This design comes from an exercise in tuning for a short achievable clock period and few clock cycles per item on the open sky130 flow, not from production work. At most, simulation tests tie the RTL to the original design; equivalence was not proved. Power figures rest on the tool's default switching activity, not on a simulated workload.

## sliding_window_arq_sender
module sliding_window_arq_sender (
	input  wire logic                             clk,
	input  wire logic                             arst_n,
	input  wire logic                             start,
	output logic                                  busy,
	input  wire logic [swarq_pkg::KIND_W-1:0]     kind,
	input  wire logic [swarq_pkg::SIZE_W-1:0]     payload_size,
	input  wire logic [swarq_pkg::SEQ_W-1:0]      ack_seq,
	input  wire logic [swarq_pkg::MAP_W-1:0]      received_map,
	output logic                                  result_valid,
	output logic      [swarq_pkg::OKIND_W-1:0]    out_kind,
	output logic      [swarq_pkg::SEQ_W-1:0]      out_seq,
	output logic      [swarq_pkg::SIZE_W-1:0]     out_size,
	output logic      [swarq_pkg::TOTAL_W-1:0]    delivered_bytes,
	output logic                                  last
);
make LEC_CHECK=0 ABC_CLOCK_PERIOD_IN_PS=2000 CAP_MARGIN=30 CORE_MARGIN=2 CORE_UTILIZATION=60 SETUP_SLACK_MARGIN=4.5 SLEW_MARGIN=30 finish   # period 7.0 ns
run.sh (not shown) runs the stock make flow with config.mk's settings and CLKGATE_MAP_FILE= SYNTH_SCRIPT=/design/flow/synth_recipe.tcl, a recipe that flattens the netlist after the stock synthesis.
Then changed:
--- a/flow/design.v
+++ b/flow/design.v
@@ -182,18 +182,21 @@
 	logic [ZW-1:0]     d1_size;
 	logic [W-1:0]      d1_mask;      
 	logic [W-1:0]      d1_map;
 	logic              d1_upd;       
 	logic [RW-1:0]     d1_lo;        
 	logic [RW-1:0]     tlo_q;        
 	logic [RW-1:0]     v_lo;
 	logic              v_wrap;
 	logic [W-1:0]      v_vec;
+	okind_t            v_kf;
+	logic [W-1:0]      v_vecf;
+	logic              v_last;
 	okind_t            q_k    [NQ];
 	logic [QW-1:0]     q_seq  [NQ];
 	logic [RW-1:0]     q_lo   [NQ];
 	logic              q_wrap [NQ];
 	logic [W-1:0]      q_vec  [NQ];   
 	logic              q_last [NQ];
 	logic [NQ-1:0]     q_wp;          
 	logic [NQ-1:0]     q_we;          
 	logic [NQ-1:0]     q_rp;          
@@ -390,27 +393,30 @@
 			tlo_q <= v_lo;
 		end
 	end
 	always_comb begin
 		for (int i = 0; i < W; i++) begin
 			v_vec[i] = d1_mask[i] && !(d1_ack && d1_map[i]);
 		end
 	end
 	assign q_push = d1_v;
+	assign v_kf   = (d1_k == swarq_pkg::OUT_RETX && v_vec == '0) ? swarq_pkg::OUT_STATUS : d1_k;
+	assign v_vecf = (d1_k == swarq_pkg::OUT_RETX) ? v_vec : {{(W-ZW){1'b0}}, d1_size};
+	assign v_last = (d1_k != swarq_pkg::OUT_RETX) || most_one(v_vec);
 	always_ff @(posedge clk) begin
 		for (int i = 0; i < NQ; i++) begin
 			if (q_we[i]) begin
-				q_k[i]    <= (d1_k == swarq_pkg::OUT_RETX && v_vec == '0) ? swarq_pkg::OUT_STATUS : d1_k;
+				q_k[i]    <= v_kf;
 				q_seq[i]  <= d1_seq;
 				q_lo[i]   <= v_lo;
 				q_wrap[i] <= v_wrap;
-				q_vec[i]  <= (d1_k == swarq_pkg::OUT_RETX) ? v_vec : {{(W-ZW){1'b0}}, d1_size};
-				q_last[i] <= (d1_k != swarq_pkg::OUT_RETX) || most_one(v_vec);
+				q_vec[i]  <= v_vecf;
+				q_last[i] <= v_last;
 			end
 		end
 	end
 	always_ff @(posedge clk or negedge arst_n) begin
 		if (!arst_n) begin
 			q_wp <= NQ'(1);
 			q_we <= '0;
 			q_rp <= NQ'(1);
 			q_n  <= '0;
@@ -428,42 +434,49 @@
 		end
 	end
 	always_comb begin
 		q_rk    = '0;
 		q_rseq  = '0;
 		q_rlo   = '0;
 		q_rwrap = 1'b0;
 		q_rvec  = '0;
 		q_rlast = 1'b0;
-		for (int i = 0; i < NQ; i++) begin
+		if (q_n == '0) begin
+			q_rk    = v_kf;
+			q_rseq  = d1_seq;
+			q_rlo   = v_lo;
+			q_rwrap = v_wrap;
+			q_rvec  = v_vecf;
+			q_rlast = v_last;
+		end else for (int i = 0; i < NQ; i++) begin
 			if (q_rp[i]) begin
 				q_rk    = q_rk    | q_k[i];
 				q_rseq  = q_rseq  | q_seq[i];
 				q_rlo   = q_rlo   | q_lo[i];
 				q_rwrap = q_rwrap | q_wrap[i];
 				q_rvec  = q_rvec  | q_vec[i];
 				q_rlast = q_rlast | q_last[i];
 			end
 		end
 	end
 	assign c_adv = !c_v || c_last;
-	assign q_pop = c_adv && (q_n != '0);
+	assign q_pop = c_adv && ((q_n != '0) || d1_v);
 	assign c_idx = low_idx(c_vec);
 	assign c_sat = tsat_q || (c_v && c_wrap && (thi_q == '1));
 	always_ff @(posedge clk or negedge arst_n) begin
 		if (!arst_n) begin
 			c_v      <= 1'b0;
 			thi_q    <= '0;
 			thi_p1_q <= (TW-RW)'(1);
 			tsat_q   <= 1'b0;
 		end else begin
 			if (c_adv) begin
-				c_v <= q_n != '0;
+				c_v <= (q_n != '0) || d1_v;
 			end
 			if (c_v && c_wrap) begin
 				thi_q    <= thi_p1_q;
 				thi_p1_q <= thi_p1_q + 1'b1;
 			end
 			tsat_q <= c_sat;
 		end
 	end
 	always_ff @(posedge clk) begin
Sequential share of layout area decreases by 0.17 points.
Final area hardly moves.
Routed wire length grows by 2.4%.
Combinational power rose by 59%.
Total power climbs by 14%.
No functional check of the RTL was part of any run of this note.

---

the previous run:
Another version of the RTL of sliding_window_arq_sender (not shown whole).
Size in the first run: about 74000 um2 of cells after synthesis.
clock: 7.0 ns
lec_check: 0
abc_clock_period_in_ps: 2000
cap_margin: 30
core_margin: 2
core_utilization: 60
setup_slack_margin: 4.5
slew_margin: 30
The previous run: all stages complete, timing, DRC and antenna checks passed
#### Input delta (the current run over the previous run)
--- a/flow/design.v
+++ b/flow/design.v
@@ -141,24 +141,25 @@
 		most_two = !m[0];
 	endfunction
 	logic              in_v;
 	logic [1:0]        in_kind;
 	logic [ZW-1:0]     in_size;
 	logic [QW-1:0]     in_ack;
 	logic [QW-1:LW]    in_ack_hp1;   
 	logic [W-1:0]      in_map;
 	logic              take;
 	logic [NQW-1:0]    inflight_q;
 	logic [NQW-1:0]    inflight_dec;
 	logic              busy_next;
+	logic              drop_q;
 	logic              busy_q;       
 	logic              pi_v;
 	logic [1:0]        pi_kind;
 	logic [ZW-1:0]     pi_size;
 	logic [QW-1:0]     pi_ack;
 	logic [QW-1:LW]    pi_ack_hp1;
 	logic [W-1:0]      pi_map;
 	logic              pi_big;       
 	logic [2:0]        pi_eq0, pi_eq1, pi_borrow, pi_at, pi_behind;    
 	logic [1:0]        pi_le;                                           
 	logic              ps_a, ps_n, ps_inc;    
 	logic [QW-1:0]     next_p1;
@@ -231,42 +232,44 @@
 	logic [ZW-1:0]     e_size;
 	logic [TW-1:0]     e_total;
 	logic              e_last;
 	logic              e_list;
 	logic              o_v;
 	okind_t            o_k;
 	logic [QW-1:0]     o_seq;
 	logic [ZW-1:0]     o_size;
 	logic [TW-1:0]     o_total;
 	logic              o_last;
 	assign busy = busy_q;
 	assign take = start && !busy_q;
-	assign inflight_dec = inflight_q - NQW'(q_pop) - NQW'(p_drop);
+	assign inflight_dec = inflight_q - NQW'(q_pop) - NQW'(drop_q);
 	assign busy_next    = q_pop ? (inflight_q + NQW'(!busy_q) >= NQW'(NQ + 1))
 	                            : (inflight_q + NQW'(!busy_q) >= NQW'(NQ));
 	always_ff @(posedge clk) begin
 		busy_q     <= busy_next;
 		in_kind    <= kind;
 		in_size    <= payload_size;
 		in_ack     <= ack_seq;
 		in_ack_hp1 <= ack_seq[QW-1:LW] + 1'b1;
 		in_map     <= received_map;
 	end
 	always_ff @(posedge clk or negedge arst_n) begin
 		if (!arst_n) begin
 			in_v       <= 1'b0;
 			inflight_q <= '0;
+			drop_q     <= 1'b0;
 		end else begin
 			in_v       <= take;
-			inflight_q <= inflight_dec + NQW'(take);
+			inflight_q <= take ? inflight_dec + 1'b1 : inflight_dec;
+			drop_q     <= p_drop;
 		end
 	end
 	assign next_p1  = next_q + 1'b1;
 	assign next_hp1 = next_q[QW-1:LW] + 1'b1;
 	always_ff @(posedge clk or negedge arst_n) begin
 		if (!arst_n) begin
 			pi_v <= 1'b0;
 		end else begin
 			pi_v <= in_v;
 		end
 	end
 	always_ff @(posedge clk) begin
Notes after the runs:
The previous run → the current run: area occupied by multi-input gates moved up; fraction of layout cells with a size suffix above 1 moved up; adder and majority cell fraction of the synthesized area level; critical path depth moved down; setup slack at placement moved up. Run comparison: the previous run category of the critical setup timing path reg -> reg; the current run category of the critical setup timing path reg -> out. The total of plain and repair buffers excluding clock buffers in the current run sits 27 above the value recorded for the previous run. In terms of flip-flop and latch count, the current run and the previous run differ only marginally. First-pass GRT wire length (higher): the current run. Gate count after technology mapping: the previous run vs the current run, no meaningful difference. The previous run -> the current run: share of flip-flops with an asynchronous set or reset flat.
Testbench counts of the current run, summed over its fixed seeds: cycles 8,758, items 8,000.
The RTL of the previous run was laid out without a check of its function.

---

Setup of run 5:
sliding_window_arq_sender, a different RTL version from the one above (not shown whole).
Size in the first run: ~1800 flip-flops, ~130 I/O pins, roughly 73000 um^2 of cells after synthesis.
clock: 7.0 ns
lec_check: 0
abc_clock_period_in_ps: 2000
cap_margin: 30
core_margin: 2
core_utilization: 60
setup_slack_margin: 4.5
slew_margin: 30
Testbench counts of run 5, summed over its fixed seeds: cycles 8,739, items 8,000.
diff inputs: run 5 => run 1
diff --git a/flow/design.v b/flow/design.v
--- a/flow/design.v
+++ b/flow/design.v
@@ -222,20 +222,20 @@
 	logic              o_v;
 	okind_t            o_k;
 	logic [QW-1:0]     o_seq;
 	logic [ZW-1:0]     o_size;
 	logic [TW-1:0]     o_total;
 	logic              o_last;
 	assign busy = busy_q;
 	assign take = start && !busy_q;
 	assign inflight_dec = inflight_q - NQW'(q_pop) - NQW'(drop_q);
-	assign busy_next    = q_pop ? (inflight_q + NQW'(!busy_q) >= NQW'(NQ + 1))
-	                            : (inflight_q + NQW'(!busy_q) >= NQW'(NQ));
+	assign busy_next    = q_pop ? ((inflight_q >= NQW'(NQ + 1)) || (inflight_q == NQW'(NQ) && !busy_q))
+	                            : ((inflight_q >= NQW'(NQ)) || (inflight_q == NQW'(NQ - 1) && !busy_q));
 	always_ff @(posedge clk) begin
 		busy_q <= busy_next;
 	end
 	always_ff @(posedge clk or negedge arst_n) begin
 		if (!arst_n) begin
 			inflight_q <= '0;
 			drop_q     <= 1'b0;
 		end else begin
 			inflight_q <= take ? inflight_dec + 1'b1 : inflight_dec;
## What came out
The slew at the pin closest to its max-slew limit of run 1 exceeds that of run 5 by 0.057 ns.
Diff run 1..run 5 | count of endpoints failing hold in the final timing report | unchanged
Clock buffer count in the final layout: run 1 higher than run 5
On share of total power in the clock network: run 1 sits below run 5.
In run 1 relative to run 5, largest net degree at the start of global routing had gone down by a few percent.
In run 1 the total wirelength of the detailed-routed design turned out 0.33% higher than in run 5.
Relative to run 5, worst setup slack after layout has decreased by 0.094 ns in run 1.
The synthesized instance count in run 1 sits 1.2% below the value recorded for run 5.
Testbench counts of run 1, summed over its fixed seeds: cycles 8,739, items 8,000.

---

Another version of the RTL of sliding_window_arq_sender (not shown whole).
Size: ~4700 cells after synthesis, roughly 73000 um^2 of cells after synthesis.
clock: 7.0 ns
lec_check: 0
abc_clock_period_in_ps: 2000
cap_margin: 30
core_margin: 2
core_utilization: 60
setup_slack_margin: 4.5
slew_margin: 30
Testbench counts at the start, summed over its fixed seeds: cycles 8,739, items 8,000.
Edit:
--- a/flow/design.v
+++ b/flow/design.v
@@ -227,20 +227,20 @@
 	logic              o_v;
 	okind_t            o_k;
 	logic [QW-1:0]     o_seq;
 	logic [ZW-1:0]     o_size;
 	logic [TW-1:0]     o_total;
 	logic              o_last;
 	assign busy = busy_q;
 	assign take = start && !busy_q;
 	assign inflight_dec = inflight_q - NQW'(q_pop) - NQW'(drop_q);
-	assign busy_next    = q_pop ? ((inflight_q >= NQW'(NQ + 1)) || (inflight_q == NQW'(NQ) && !busy_q))
-	                            : ((inflight_q >= NQW'(NQ)) || (inflight_q == NQW'(NQ - 1) && !busy_q));
+	assign busy_next    = q_pop ? (inflight_q + NQW'(!busy_q) >= NQW'(NQ + 1))
+	                            : (inflight_q + NQW'(!busy_q) >= NQW'(NQ));
 	always_ff @(posedge clk) begin
 		busy_q <= busy_next;
 	end
 	always_ff @(posedge clk or negedge arst_n) begin
 		if (!arst_n) begin
 			inflight_q <= '0;
 			drop_q     <= 1'b0;
 		end else begin
 			inflight_q <= take ? inflight_dec + 1'b1 : inflight_dec;
=> The changed run ran to the end with no violations. Total power rose by 3.0%. Final cell count rose by 1.4%. Utilization went up by 1.0 points. Synthesized cell count is about the same. Non-clock buffer count increases by 84. Setup slack gets worse by 0.0063 ns. Fmax hardly moves. Clock skew rose by 0.0087 ns. Via count rose by 2.1%. Register-to-register slack degrades by 0.17 ns. First-iteration DRC count is lower by 13%.
Function not checked in the second run of this note: the RTL went through the layout flow alone.

==> port drivers added, routing unchanged <==
No port has a modelled driver above. Below, the same layouts with a new extraction and two added sets of constraints. Step 1 (the two cells are an assumption about what drives the block):
set clk [get_ports {clk}]
set_driving_cell -lib_cell sky130_fd_sc_hd__clkbuf_16 $clk
set_driving_cell -lib_cell sky130_fd_sc_hd__buf_2 [delete_from_list [all_inputs] $clk]
Step 2, shift: input delay + t, output delay - t, t = (earliest + latest rising clock arrival at the registers) / 2. This alone moves slack from input paths to output paths. a / b / c = no drivers / after step 1 / after step 2; a / b = the first two.
| run | t, ns | setup slack, ns | slew at the worst register clock pin (ns) | worst slew at a driven data input, ns | cell pins on the clock port's net |
|---|---|---|---|---|---|
| the first run of note 1 | 0.857 | 4.111 / 4.111 / 3.795 | 0.06 / 0.06 | 0.04 | 1 |
| the second run of note 1 | 0.855 | 4.127 / 4.127 / 3.583 | 0.07 / 0.07 | 0.05 | 1 |
| the previous run | 0.874 | 4.093 / 4.093 / 3.478 | 0.07 / 0.07 | 0.05 | 1 |
| the current run | 0.863 | 4.262 / 4.193 / 3.956 | 0.07 / 0.07 | 0.04 | 1 |
| run 5 | 0.875 | 4.306 / 4.224 / 3.739 | 0.07 / 0.07 | 0.06 | 1 |
| run 1 | 0.871 | 4.212 / 4.212 / 3.617 | 0.07 / 0.07 | 0.06 | 1 |
| the first run of note 4 | 0.880 | 4.201 / 4.120 / 3.738 | 0.07 / 0.07 | 0.11 | 1 |
| the second run of note 4 | 0.875 | 4.195 / 4.114 / 3.761 | 0.07 / 0.07 | 0.05 | 1 |
After both steps setup and hold are still met in every run listed. The setup slack of the previous run, which loses most, moves by 0.000 ns with the drivers and by -0.615 ns with both steps.
